This design comes from an exercise in tuning for small area on the open sky130 flow, not from production work.
Function was checked by simulation only, so behaviour that the tests miss may differ from the original.
Power and IR drop assume default switching activity.

==> flow/design.v <==
module mode7_stepper #(
  parameter int HACT = 640,
  parameter int VACT = 480,
  parameter int VTOT = 525
) (
  input  logic        clk,
  input  logic        reset,
  input  logic        p_tick,
  input  logic        video_on,
  input  logic [9:0]  pixel_x,
  input  logic [9:0]  pixel_y,
  input  logic [15:0] originx,
  input  logic [15:0] originy,
  input  logic [15:0] offsetx,
  input  logic [15:0] offsety,
  input  logic [23:0] scalex,
  input  logic [23:0] scaley,
  input  logic [8:0]  angle,
  input  logic [15:0] tex_mask,
  output logic [8:0]  rom_addr,
  input  logic [15:0] rom_cos,
  input  logic [15:0] rom_sin,
  output logic [15:0] tex_u,
  output logic [15:0] tex_v,
  output logic        tex_valid
);
  localparam logic [9:0] X_END  = 10'(HACT);
  localparam logic [9:0] Y_ACT  = 10'(VACT);
  localparam logic [9:0] Y_LAST = 10'(VTOT - 1);
  localparam int W  = 38;    
  localparam int WL = 19;    
  localparam int WH = W - WL;
  typedef enum logic [1:0] {IDLE, FD, FS, LINE} mode_t;
  logic        ld, line_end, arm, present;
  assign ld       = p_tick && (pixel_x == '0) && (pixel_y == Y_ACT);
  assign line_end = p_tick && (pixel_x == X_END);
  assign arm      = line_end && ((pixel_y < Y_ACT - 10'd1) || (pixel_y == Y_LAST));
  logic [8:0]  ra;
  logic        dflt;
  logic [15:0] mask, ox, oy, offx, offy;
  assign rom_addr = ra;
  always_ff @(posedge clk or negedge reset) begin
    if (!reset) begin
      ra   <= '0;
      dflt <= 1'b1;
    end else if (ld) begin
      ra   <= angle;
      dflt <= 1'b0;
    end
  end
  always_ff @(posedge clk) begin
    if (ld) begin
      mask <= tex_mask;
      ox   <= originx;
      oy   <= originy;
      offx <= offsetx;
      offy <= offsety;
    end
  end
  mode_t      mode;
  logic [5:0] k;
  logic [1:0] ph;
  logic       fin, armed;
  logic [8:0] yl;
  logic       yz;
  assign present = p_tick && video_on && armed;
  logic seq_start, seq_next;
  assign seq_start = ld || arm;
  assign seq_next  = !fin && (ph == 2'd3 || (ph == 2'd2 && k >= 6'd9));
  always_ff @(posedge clk or negedge reset) begin
    if (!reset) begin
      mode  <= IDLE;
      armed <= 1'b0;
    end else begin
      if (line_end) armed <= arm;
      if (seq_start)
        mode <= ld ? FD : LINE;
      else if (mode != IDLE && fin && ph == 2'd0)
        mode <= (mode == FD) ? FS : IDLE;
    end
  end
  always_ff @(posedge clk) begin
    if (seq_start || (fin && ph == 2'd0)) begin
      k   <= 6'd37;
      ph  <= '0;
      fin <= 1'b0;
    end else if (seq_next) begin
      ph  <= (k == '0) ? 2'd1 : 2'd0;
      fin <= (k == '0);
      k   <= k - 6'd1;
    end else begin
      ph  <= ph + 2'd1;
    end
  end
  always_ff @(posedge clk) begin
    if (line_end) begin
      yl <= pixel_y[8:0];
      yz <= (pixel_y == Y_LAST);
    end
  end
  logic [3:0] kc, ko;
  logic       cosb, sinb, oxb, oyb, ylb, offxb, offyb;
  assign kc    = (k >= 6'd15) ? 4'd15 : k[3:0];
  assign ko    = 4'(k - 6'd22);
  assign cosb  = rom_cos[kc];
  assign sinb  = rom_sin[kc];
  assign oxb   = (k < 6'd16) && ox[k[3:0]];
  assign oyb   = (k < 6'd16) && oy[k[3:0]];
  assign ylb   = (k < 6'd9) && yl[k[3:0]] && !yz;
  assign offxb = (k >= 6'd22) && offx[ko];
  assign offyb = (k >= 6'd22) && offy[ko];
  logic line, run, hd;
  logic selA, selD, selSu, selSv, inju, injv, cinu, cinv;
  assign line = (mode == LINE);
  assign run  = (mode != IDLE);
  assign hd   = line && !dflt;
  always_comb begin
    selA  = 1'b0;
    cinu  = 1'b0;
    cinv  = 1'b0;
    selD  = present && !dflt;
    selSu = 1'b0;
    selSv = 1'b0;
    if (run && !fin) begin
      case (ph)
        2'd0: begin
          selA = 1'b1;
          cinu = hd && offxb;
          cinv = hd && offyb;
        end
        2'd1: selD = hd && !oxb;
        2'd2: begin
          selSu = line ? hd && !oyb : (mode == FD) ? cosb : !sinb;
          selSv = line ? hd && !oyb : (mode == FD) ? sinb : cosb;
        end
        default: begin
          selSu = hd && ylb;
          selSv = hd && ylb;
        end
      endcase
    end else if (run) begin
      case (ph)
        2'd1: selD = hd;
        2'd2: begin
          selSu = hd || (mode == FS);
          selSv = hd;
        end
        2'd3: begin
          selSu = hd && !yz;
          selSv = hd && !yz;
        end
        default: ;
      endcase
    end
  end
  assign inju = dflt && present;
  assign injv = dflt && line && (ph == 2'd3) && (fin ? !yz : ylb);
  logic [WL-1:0] Aln, Bln, Al, Bl;
  logic [WH-1:0] Ahn, Bhn, Ah, Bh;
  assign Al = ~Aln;
  assign Bl = ~Bln;
  assign Ah = ~Ahn;
  assign Bh = ~Bhn;
  logic [W-1:0]  Du, Dv, Su, Sv;
  logic          cun, cvn;                
  logic          hA, hD, hSu, hSv, hiu, hiv;   
  function automatic logic [WL:0] add_lo(input logic [WL-1:0] a, input logic [WL-1:0] b,
                                         input logic ci);
    logic [WL:0]   c;
    logic [WL-1:0] s;
    c[0] = ci;
    for (int i = 0; i < WL; i++) begin
      s[i]   = a[i] ^ b[i] ^ c[i];
      c[i+1] = (a[i] & b[i]) | (a[i] & c[i]) | (b[i] & c[i]);
    end
    add_lo = {c[WL], s};
  endfunction
  function automatic logic [WH-1:0] add_hi(input logic [WH-1:0] a, input logic [WH-1:0] b,
                                           input logic ci);
    logic [WH:0]   c;
    logic [WH-1:0] s;
    c[0] = ci;
    for (int i = 0; i < WH; i++) begin
      s[i]   = a[i] ^ b[i] ^ c[i];
      c[i+1] = (a[i] & b[i]) | (a[i] & c[i]) | (b[i] & c[i]);
    end
    add_hi = s;
  endfunction
  logic [WL-1:0] xul, xvl;
  logic [WH-1:0] xuh, xvh;
  logic [WL:0]   sul, svl;    
  logic [WH-1:0] suh, svh;
  assign xul = ({WL{selA}} & Al) | ({WL{selD}} & Du[WL-1:0]) | ({WL{selSu}} & Su[WL-1:0]);
  assign xvl = ({WL{selA}} & Bl) | ({WL{selD}} & Dv[WL-1:0]) | ({WL{selSv}} & Sv[WL-1:0]);
  assign xuh = ({WH{hA}} & Ah) | ({WH{hD}} & Du[W-1:WL]) | ({WH{hSu}} & Su[W-1:WL]) |
               (WH'(hiu) << (22 - WL));
  assign xvh = ({WH{hA}} & Bh) | ({WH{hD}} & Dv[W-1:WL]) | ({WH{hSv}} & Sv[W-1:WL]) |
               (WH'(hiv) << (22 - WL));
  assign sul = add_lo(Aln, ~xul, !cinu);
  assign svl = add_lo(Bln, ~xvl, !cinv);
  assign suh = add_hi(Ahn, ~xuh, cun);
  assign svh = add_hi(Bhn, ~xvh, cvn);
  always_ff @(posedge clk) begin
    Aln <= sul[WL-1:0];
    Bln <= svl[WL-1:0];
    cun <= sul[WL];
    cvn <= svl[WL];
    Ahn <= suh;
    Bhn <= svh;
  end
  always_ff @(posedge clk) begin
    hA  <= selA;
    hD  <= selD;
    hSu <= selSu;
    hSv <= selSv;
    hiu <= inju;
    hiv <= injv;
  end
  logic wb;
  assign wb = run && fin && (ph == 2'd0);
  logic ws, hs;
  assign ws = wb && (mode == FS);
  assign hs = !ld && !ws;
  always_ff @(posedge clk) begin
    Su <= ({W{ld}} & W'(scalex)) | ({W{ws}} & {Ah, Al}) | ({W{hs}} & Su);
    Sv <= ({W{ld}} & W'(scaley)) | ({W{ws}} & {Bh, Bl}) | ({W{hs}} & Sv);
    if (wb && mode == FD) begin
      Du <= {Ah, Al};
      Dv <= {Bh, Bl};
    end
  end
  always_ff @(posedge clk or negedge reset) begin
    if (!reset) begin
      tex_u     <= '0;
      tex_v     <= '0;
      tex_valid <= 1'b0;
    end else begin
      tex_valid <= present;
      if (present) begin
        tex_u <= ~suh[WH-1:WH-16] & (mask | {16{dflt}});
        tex_v <= ~svh[WH-1:WH-16] & (mask | {16{dflt}});
      end
    end
  end
endmodule
Settings: LEC_CHECK=0, CAP_MARGIN=20, CORE_MARGIN=2, CORE_UTILIZATION=75, PLACE_DENSITY=0.85, SLEW_MARGIN=20, BUFFER_PORTS_ARGS=-buffer_cell sky130_fd_sc_hd__buf_1, CTS_ARGS=-sink_clustering_enable -repair_clock_nets -sink_clustering_size 16 -sink_clustering_max_diameter 60 -buf_list sky130_fd_sc_hd__clkbuf_8 -dont_use_dummy_load; clock period 14.0 ns.
standard.sh (not shown) runs the stock make flow with config.mk's settings and CLKGATE_MAP_FILE= SYNTH_SCRIPT=/design/flow/synth_recipe.tcl, a recipe that flattens the netlist after the stock synthesis.
==> flow/flow/run.sh <==
#!/bin/bash
set -e
cd "$(dirname "$0")/.."
cat >> "$FLOW_CONFIG" <<'EOC'
export BUFFER_PORTS_ARGS = -buffer_cell sky130_fd_sc_hd__buf_1
export CTS_ARGS = -sink_clustering_enable -repair_clock_nets -sink_clustering_size 16 -sink_clustering_max_diameter 60 -buf_list sky130_fd_sc_hd__clkbuf_8 -dont_use_dummy_load
EOC
bash standard.sh > standard.log 2>&1
The baseline produced a clean layout.
Rerun with:
--- a/flow/design.v
+++ b/flow/design.v
@@ -97,19 +97,23 @@
       yl <= pixel_y[8:0];
       yz <= (pixel_y == Y_LAST);
     end
   end
-  logic [3:0] kc, ko;
-  logic       cosb, sinb, oxb, oyb, ylb, offxb, offyb;
-  assign kc    = (k >= 6'd15) ? 4'd15 : k[3:0];
-  assign ko    = 4'(k - 6'd22);
-  assign cosb  = rom_cos[kc];
-  assign sinb  = rom_sin[kc];
-  assign oxb   = (k < 6'd16) && ox[k[3:0]];
-  assign oyb   = (k < 6'd16) && oy[k[3:0]];
-  assign ylb   = (k < 6'd9) && yl[k[3:0]] && !yz;
-  assign offxb = (k >= 6'd22) && offx[ko];
-  assign offyb = (k >= 6'd22) && offy[ko];
+  logic [15:0] oh, ohko;
+  logic        lo16;
+  logic        cosb, sinb, oxb, oyb, ylb, offxb, offyb;
+  assign oh    = 16'd1 << k[3:0];
+  assign ohko  = {oh[5:0], oh[15:6]};
+  assign lo16  = (k[5:4] == 2'd0);
+  always_ff @(posedge clk) begin
+    cosb <= (k >= 6'd15) ? rom_cos[15] : |(rom_cos & oh);
+    sinb <= (k >= 6'd15) ? rom_sin[15] : |(rom_sin & oh);
+  end
+  assign oxb   = lo16 && |(ox & oh);
+  assign oyb   = lo16 && |(oy & oh);
+  assign ylb   = (k < 6'd9) && |(yl & oh[8:0]) && !yz;
+  assign offxb = (k >= 6'd22) && |(offx & ohko);
+  assign offyb = (k >= 6'd22) && |(offy & ohko);
   logic line, run, hd;
   logic selA, selD, selSu, selSv, inju, injv, cinu, cinv;
   assign line = (mode == LINE);
   assign run  = (mode != IDLE);
Outcome:
- The changed run finished with timing, DRC and antenna clean
- routed wire length fell by a few percent
- global-route usage fell by 0.89 points
- worst setup slack improves by 0.71 ns
- synthesized cell count fell slightly
- total power fell by a few percent
- utilization rose by 0.80 points
- hold slack improves by 0.0077 ns
- design area fell slightly

## re-timing with driven ports
The results above use ideal ports. As a check the final layouts listed here were re-extracted and re-timed, cells and wires unchanged. Step 1 (the two cells are an assumption about what drives the block):
set clk [get_ports {clk}]
set_driving_cell -lib_cell sky130_fd_sc_hd__clkbuf_16 $clk
set_driving_cell -lib_cell sky130_fd_sc_hd__buf_2 [delete_from_list [all_inputs] $clk]
Step 2 moves the port delays by t, midway between the first and last clock arrival at a register: inputs arrive t later, outputs are due t later. That takes back most of the time a late clock gives input paths. a / b / c = ideal / step 1 / step 2; a / b = the first two.
run	shift t [ns]	setup WS [ns]	latest minus earliest clock arrival (ns)
the first run	0.619	1.615 / 1.636 / 1.018	0.046 / 0.047
the second run	0.615	2.321 / 2.346 / 1.731	0.059 / 0.059
After both steps setup and hold are still met in every run listed. For the first run, which loses most, drivers alone change the setup slack by +0.021 ns; drivers and shift together by -0.597 ns.
